Context: an optimization exercise on an open-source flow, tuned for small area and a short achievable clock period. The choices shown serve that exercise and are no tape-out recipe. In this exercise RTL edits were held to simulation tests only and were not proved equivalent to the original. No activity file was given, so power comes from the tool's default toggle rates.

## run 1
==> flow/design.v <==
module param_register_bank_ctl (
    input  logic valid_i,     
    input  logic en_i,        
    input  logic incdec_i,    
    input  logic dec_i,       
    input  logic shift_i,     
    input  logic r0_i,        
    output logic sel_z_o,     
    output logic sel_s_o,     
    output logic sel_f_o,     
    output logic sel_b_o,     
    output logic wrap0_o      
);
    logic idv;
    assign idv     = en_i & valid_i & incdec_i;
    assign sel_z_o = en_i & (~valid_i | ~(incdec_i | shift_i));
    assign sel_s_o = en_i & valid_i & shift_i;
    assign sel_f_o = idv & (r0_i ^ dec_i);
    assign sel_b_o = idv & ~(r0_i ^ dec_i);
    assign wrap0_o = en_i & ~valid_i & incdec_i & dec_i;
endmodule
module param_register_bank_carry #(
    parameter int W = 32
) (
    input  logic [W-1:0] r_i,
    output logic [W:0]   u_o
);
    always_comb begin
        u_o[0] = 1'b1;
        u_o[1] = 1'b1;
        for (int i = 1; i < W; i++) u_o[i+1] = u_o[i] & ~(r_i[i] ^ r_i[i-1]);
    end
endmodule
module param_register_bank_bits #(
    parameter int W = 32
) (
    input  logic [W-1:0] r_i,
    input  logic [W-1:0] u_i,
    input  logic         sel_z_i,
    input  logic         sel_s_i,
    input  logic         sel_f_i,
    input  logic         sel_b_i,
    input  logic [W-1:0] zval_i,      
    output logic [W-1:0] d_o
);
    always_comb begin
        for (int i = 0; i < W; i++) begin
            if (sel_z_i || (sel_s_i && i < 8))
                d_o[i] = zval_i[i];
            else if (sel_s_i)
                d_o[i] = r_i[(i >= 8) ? i - 8 : 0];
            else if (i == 0)
                d_o[i] = r_i[i] ^ (sel_f_i | sel_b_i);
            else
                d_o[i] = r_i[i] ^ (sel_f_i & u_i[i]);
        end
    end
endmodule
module param_register_bank_hit #(
    parameter int N = 16,
    parameter int S = 5
) (
    input  logic [S-1:0] sel_i,
    output logic [N-1:0] hit_o
);
    always_comb begin
        for (int k = 0; k < N; k++) hit_o[k] = (sel_i == S'(k));
    end
endmodule
module param_register_bank_mux #(
    parameter int W = 32,
    parameter int N = 16
) (
    input  logic [N*W-1:0] d_i,      
    input  logic [N-1:0]   hit_i,
    output logic [W-1:0]   q_o
);
    always_comb begin
        q_o = '0;
        for (int k = 0; k < N; k++) q_o = q_o | ({W{hit_i[k]}} & d_i[k*W+:W]);
    end
endmodule
module param_register_bank_pctl #(
    parameter int N = 16
) (
    input  logic [N-1:0] hit_i,
    input  logic [N-1:0] valid_i,    
    input  logic [N-1:0] en_i,       
    input  logic         incdec_i,
    input  logic         dec_i,
    input  logic         shift_i,
    input  logic         r0_i,       
    output logic         p_z_o,      
    output logic         p_s_o,      
    output logic         p_r_o,      
    output logic         p_f_o,      
    output logic         p_b_o       
);
    logic v, e;
    assign v     = |(hit_i & valid_i);
    assign e     = |(hit_i & en_i);
    assign p_z_o = e & (~v | ~(incdec_i | shift_i));
    assign p_s_o = e & v & shift_i;
    assign p_r_o = v & ~(e & ~incdec_i);
    assign p_f_o = e & incdec_i & (r0_i ^ dec_i);
    assign p_b_o = e & incdec_i;
endmodule
module param_register_bank_out #(
    parameter int W = 32
) (
    input  logic [W-1:0] cur_i,      
    input  logic [W-1:0] u_i,        
    input  logic [W-1:0] zval_i,
    input  logic         p_z_i,
    input  logic         p_s_i,
    input  logic         p_r_i,
    input  logic         p_f_i,
    input  logic         p_b_i,
    output logic [W-1:0] q_o
);
    always_comb begin
        for (int i = 0; i < W; i++) begin
            logic rv;
            rv = (i == 0) ? (cur_i[i] ^ p_b_i) : (cur_i[i] ^ (p_f_i & u_i[i]));
            q_o[i] = ((p_z_i || (p_s_i && i < 8)) & zval_i[i])
                   | ((p_s_i && i >= 8) & cur_i[(i >= 8) ? i - 8 : 0])
                   | (p_r_i & rv);
        end
    end
endmodule
module param_register_bank #(
    parameter int unsigned DATA_WIDTH = 32,
    parameter int unsigned NUM_REGS   = 16,
    parameter int unsigned SEL_WIDTH  = 5,
    parameter int unsigned OUT_REG    = 1,
    parameter int unsigned SATURATE   = 0
) (
    input  logic                  clk_i,
    input  logic                  rst_i,
    input  logic [DATA_WIDTH-1:0] data_i,
    input  logic [NUM_REGS-1:0]   reg_sel_i,
    input  logic [2:0]            fun_sel_i,
    input  logic [SEL_WIDTH-1:0]  out_a_sel_i,
    input  logic [SEL_WIDTH-1:0]  out_b_sel_i,
    output logic [DATA_WIDTH-1:0] out_a_o,
    output logic [DATA_WIDTH-1:0] out_b_o,
    output logic [NUM_REGS-1:0]   valid_mask_o,
    output logic                  wrap_pulse_o
);
    localparam int W = DATA_WIDTH;
    localparam int N = NUM_REGS;
    logic [W-1:0]   regs_q [N];    
    logic [N*W-1:0] regs_flat;     
    logic [N*W-1:0] u_flat;        
    logic [N-1:0]   mask_q;        
    logic [N-1:0]   valid;         
    logic [N-1:0]   en;            
    logic [N-1:0]   wrap_hit;
    logic           wrap_q;
    logic [W-1:0]   rd_a, rd_b, out_a_q, out_b_q;
    logic op_dec, op_incdec, op_shift;
    assign op_incdec = (fun_sel_i[2:1] == 2'b00);
    assign op_dec    = ~fun_sel_i[0];
    assign op_shift  = (fun_sel_i == 3'b110);
    logic [W-1:0] zval;
    always_comb begin
        unique case (fun_sel_i)
            3'b000: zval = '1;
            3'b001: zval = W'(1);
            3'b010: zval = data_i;
            3'b011: zval = '0;
            3'b100: zval = W'(data_i[7:0]);
            3'b101: zval = W'(data_i[15:0]);
            3'b110: zval = W'(data_i[7:0]);
            3'b111: zval = W'($signed(data_i[15:0]));
        endcase
    end
    for (genvar k = 0; k < N; k++) begin : g_reg
        logic         sel_z, sel_s, sel_f, sel_b, wrap0;
        logic [W:0]   u;
        logic [W-1:0] d;
        assign valid[k] = mask_q[N-1-k];
        assign en[k]    = reg_sel_i[N-1-k];
        assign regs_flat[k*W+:W] = regs_q[k];
        assign u_flat[k*W+:W]    = u[W-1:0];
        param_register_bank_ctl u_ctl (
            .valid_i(valid[k]), .en_i(en[k]), .incdec_i(op_incdec), .dec_i(op_dec),
            .shift_i(op_shift), .r0_i(regs_q[k][0]), .sel_z_o(sel_z), .sel_s_o(sel_s),
            .sel_f_o(sel_f), .sel_b_o(sel_b), .wrap0_o(wrap0)
        );
        param_register_bank_carry #(.W(W)) u_carry (.r_i(regs_q[k]), .u_o(u));
        param_register_bank_bits #(.W(W)) u_bits (
            .r_i(regs_q[k]), .u_i(u[W-1:0]), .sel_z_i(sel_z), .sel_s_i(sel_s),
            .sel_f_i(sel_f), .sel_b_i(sel_b), .zval_i(zval), .d_o(d)
        );
        assign wrap_hit[k] = (sel_f & u[W]) | wrap0;
        always_ff @(posedge clk_i) regs_q[k] <= d;
    end
    for (genvar p = 0; p < 2; p++) begin : g_port
        logic [N-1:0] hit;
        logic [W-1:0] cur, cur_u, q;
        logic         p_z, p_s, p_r, p_f, p_b;
        param_register_bank_hit #(.N(N), .S(SEL_WIDTH)) u_hit (
            .sel_i(p == 0 ? out_a_sel_i : out_b_sel_i), .hit_o(hit)
        );
        param_register_bank_mux #(.W(W), .N(N)) u_mux_r (.d_i(regs_flat), .hit_i(hit), .q_o(cur));
        param_register_bank_mux #(.W(W), .N(N)) u_mux_u (.d_i(u_flat), .hit_i(hit), .q_o(cur_u));
        param_register_bank_pctl #(.N(N)) u_pctl (
            .hit_i(hit), .valid_i(valid), .en_i(en), .incdec_i(op_incdec), .dec_i(op_dec),
            .shift_i(op_shift), .r0_i(cur[0]), .p_z_o(p_z), .p_s_o(p_s), .p_r_o(p_r),
            .p_f_o(p_f), .p_b_o(p_b)
        );
        param_register_bank_out #(.W(W)) u_out (
            .cur_i(cur), .u_i(cur_u), .zval_i(zval), .p_z_i(p_z), .p_s_i(p_s), .p_r_i(p_r),
            .p_f_i(p_f), .p_b_i(p_b), .q_o(q)
        );
        if (p == 0) begin : g_a
            assign rd_a = q;
        end else begin : g_b
            assign rd_b = q;
        end
    end
    always_ff @(posedge clk_i or posedge rst_i) begin
        if (rst_i) begin
            mask_q  <= '0;
            wrap_q  <= 1'b0;
            out_a_q <= '0;
            out_b_q <= '0;
        end else begin
            mask_q  <= mask_q | reg_sel_i;
            wrap_q  <= |wrap_hit;
            out_a_q <= rd_a;
            out_b_q <= rd_b;
        end
    end
    assign out_a_o      = out_a_q;
    assign out_b_o      = out_b_q;
    assign valid_mask_o = mask_q;
    assign wrap_pulse_o = wrap_q;
endmodule
==> flow/config.mk <==
export PLATFORM = sky130hd
export DESIGN_NAME = param_register_bank
export DESIGN_NICKNAME = param_register_bank
export VERILOG_FILES = /design/flow/design.v
export SDC_FILE = /design/flow/constraint.sdc
export NUM_CORES = 4
export LEC_CHECK = 0
export CAP_MARGIN = 20
export CORE_MARGIN = 2
export CORE_UTILIZATION = 45
export CTS_CLUSTER_DIAMETER = 60
export CTS_CLUSTER_SIZE = 30
export PLACE_DENSITY = 0.6
export SETUP_SLACK_MARGIN = 3.0
export SLEW_MARGIN = 20
export SYNTH_HIERARCHICAL = 1
export TNS_END_PERCENT = 5
==> flow/constraint.sdc <==
create_clock -name core_clock -period 6.0 [get_ports {clk_i}]
set_input_delay 1.2000 -clock core_clock [delete_from_list [all_inputs] [get_ports {clk_i}]]
set_output_delay 1.2000 -clock core_clock [all_outputs]
set_load 0.01 [all_outputs]
standard.sh (not shown) runs the stock make flow with config.mk's settings and CLKGATE_MAP_FILE= SYNTH_SCRIPT=/design/flow/synth_recipe.tcl, a recipe that flattens the netlist after the stock synthesis.
==> flow/flow/run.sh <==
#!/bin/bash
# Layout flow: the standard ORFS flow (standard.sh) in two calls with extra don't-use cells.
# - Synthesis also avoids the logic cells above drive strength 1 (dont_use_synth.txt), so
#   that the netlist starts small and the repair steps upsize only what timing needs.
# - Port buffers are buf_4 rather than the smallest buffer.
# - Every step avoids the slow wide OR/NOR and delay cells; dont_use.txt lists the
#   platform's own don't-use cells followed by the added ones.
# make's full output goes to flow_synth.log and flow_make.log; each ORFS step keeps its own
# log under orfs/logs/.
set -euo pipefail
here="$(cd "$(dirname "${BASH_SOURCE[0]}")" && pwd)"
dont_use="$(tr '\n' ' ' < "$here/dont_use.txt")"
dont_use_synth="$dont_use $(tr '\n' ' ' < "$here/dont_use_synth.txt")"
bash standard.sh "DONT_USE_CELLS=$dont_use_synth" synth > flow_synth.log 2>&1
bash standard.sh "DONT_USE_CELLS=$dont_use" "BUFFER_PORTS_ARGS=-buffer_cell sky130_fd_sc_hd__buf_4" finish > flow_make.log 2>&1
Other scripts of this flow, unchanged in this note and not shown: flow/flow/dont_use.txt, flow/flow/dont_use_synth.txt
Input changes introduced in run 2 (baseline for comparison: run 1):
-- flow/flow/run.sh --
<<< run 1, line 5
# - Port buffers are buf_4 rather than the smallest buffer.
>>> run 2, line 5
<<< run 1, line 15
bash standard.sh "DONT_USE_CELLS=$dont_use" "BUFFER_PORTS_ARGS=-buffer_cell sky130_fd_sc_hd__buf_4" finish > flow_make.log 2>&1
>>> run 2, line 14
bash standard.sh "DONT_USE_CELLS=$dont_use" finish > flow_make.log 2>&1
-- flow/config.mk --
<<< run 1, line 14
export SETUP_SLACK_MARGIN = 3.0
>>> run 2, line 14
export SETUP_SLACK_MARGIN = 3.5
[summary]
Run 2: no failed stages, no open violations at the end
Run 2 vs. run 1: core utilization higher, final area higher, number of buffers inserted during clock tree synthesis lower.
[run 2] highest cell delay on the worst timing path rose 40 ps relative to run 1
Looking at met1 wire length, run 2 sits 3.4 mm higher than run 1 does.
Compared with run 1, run 2 instantiates a larger number of standard cells.
Of the two values seen for beginning of the critical path, out_a_sel_i[1] was produced by run 1 and reg_sel_i[4] by run 2.
Taking run 1 as the reference point, the combined buffer and inverter count along the critical path of run 2 falls by 1.
In the tables for run 2 and run 1, via count reads higher with run 2.
In run 2, the critical path depth came out 5 below the value in run 1.
Setup slack: run 2 more than run 1
The endpoint of the worst setup timing path comes out out_a_q[28] in one run and regs_q[11][28] in the other, namely in run 1 and run 2 respectively.
Edits applied to the flow inputs when going from run 2 to run 3:
-- flow/flow/run.sh --
<<< run 2, line 5
>>> run 3, line 5
# - Port buffers are buf_4 rather than the smallest buffer.
<<< run 2, line 14
bash standard.sh "DONT_USE_CELLS=$dont_use" finish > flow_make.log 2>&1
>>> run 3, line 15
bash standard.sh "DONT_USE_CELLS=$dont_use" "BUFFER_PORTS_ARGS=-buffer_cell sky130_fd_sc_hd__buf_4" finish > flow_make.log 2>&1
-- flow/config.mk --
<<< run 2, line 17
export TNS_END_PERCENT = 5
>>> run 3, line 17
export TNS_END_PERCENT = 25
==> notes.md <==
- Looking at global-route usage across run 3 and run 2, the one that comes out lower is run 2.
- Between run 2 and run 3, the flow reports number of buffers created by CTS increasing by a few percent.
- Combinational power up about 12% in run 3 wrt run 2
- Compared with run 2, run 3 shows worst-case vdd ir drop higher by about 10%.
- Share of power burned in registers is lower on run 3
- STATUS maximum operating frequency: run 3 wins against run 2
- The run showing the smaller register-to-register slack is run 2.
### run 3 -> run 4
-- flow/config.mk --
<<< run 3, line 14
export SETUP_SLACK_MARGIN = 3.5
>>> run 4, line 14
export SETUP_SLACK_MARGIN = 4.0
<<< run 3, line 17
export TNS_END_PERCENT = 25
>>> run 4, line 17
export TNS_END_PERCENT = 5
--- outcome ---
Run 4: final period utilization 1.7 points above run 3
out_a_q[13] as the worst setup path endpoint was reported by run 3, and out_b_q[23] by run 4.
Run 4 went all the way through synthesis, placement and routing and the layout is clean on timing, DRC and antenna.
Side by side, fraction of power consumed by sequential logic turned out higher in run 4 than in run 3.
Going from run 3 to run 4, net switching power figure has decreased; minimum clock period after layout now sits higher; total power decreased by 0.34 mW relative to the old numbers; share of cell area taken by flip-flops and latches increased by 0.72 points relative to the old numbers.
For the finished layout cell area, run 4 came in about 5% lower than run 3 did.
Final core utilization was lower in run 4 than in run 3.
In the route summary, run 4 ends up with a via count below that of run 3.
Across both runs, critical path depth was higher for run 4 than for run 3.

-- separate check: timing with driven ports --
The flow's constraints put no driver on any port. The routed layouts listed below were extracted and timed again, unchanged, in two steps. Step 1, drivers: a clkbuf_16 drives clk_i and a buf_2 each remaining input, both assumed. Step 2 also shifts input and output timing later by t, the mid clock arrival at the registers, as if the neighbouring blocks saw the same clock. Three values: ideal ports, drivers, drivers and shift; two values: the first two.
run	t (ns)	slack for setup (ns)	worst setup path after step 2	latest minus earliest clock arrival (ns)	pins driven straight from the clock port
run 1	0.778	2.718 / 2.562 / 1.784	input to register	0.028 / 0.028	1
run 2	0.794	2.858 / 2.795 / 2.001	input to register	0.025 / 0.024	1
run 3	0.796	2.975 / 2.792 / 1.996	input to register	0.035 / 0.034	1
run 4	0.778	2.874 / 2.792 / 2.013	input to register	0.031 / 0.031	1
After both steps every run listed still meets setup and hold. For run 3, which loses most, drivers alone change the setup slack by -0.183 ns; drivers and shift together by -0.979 ns.
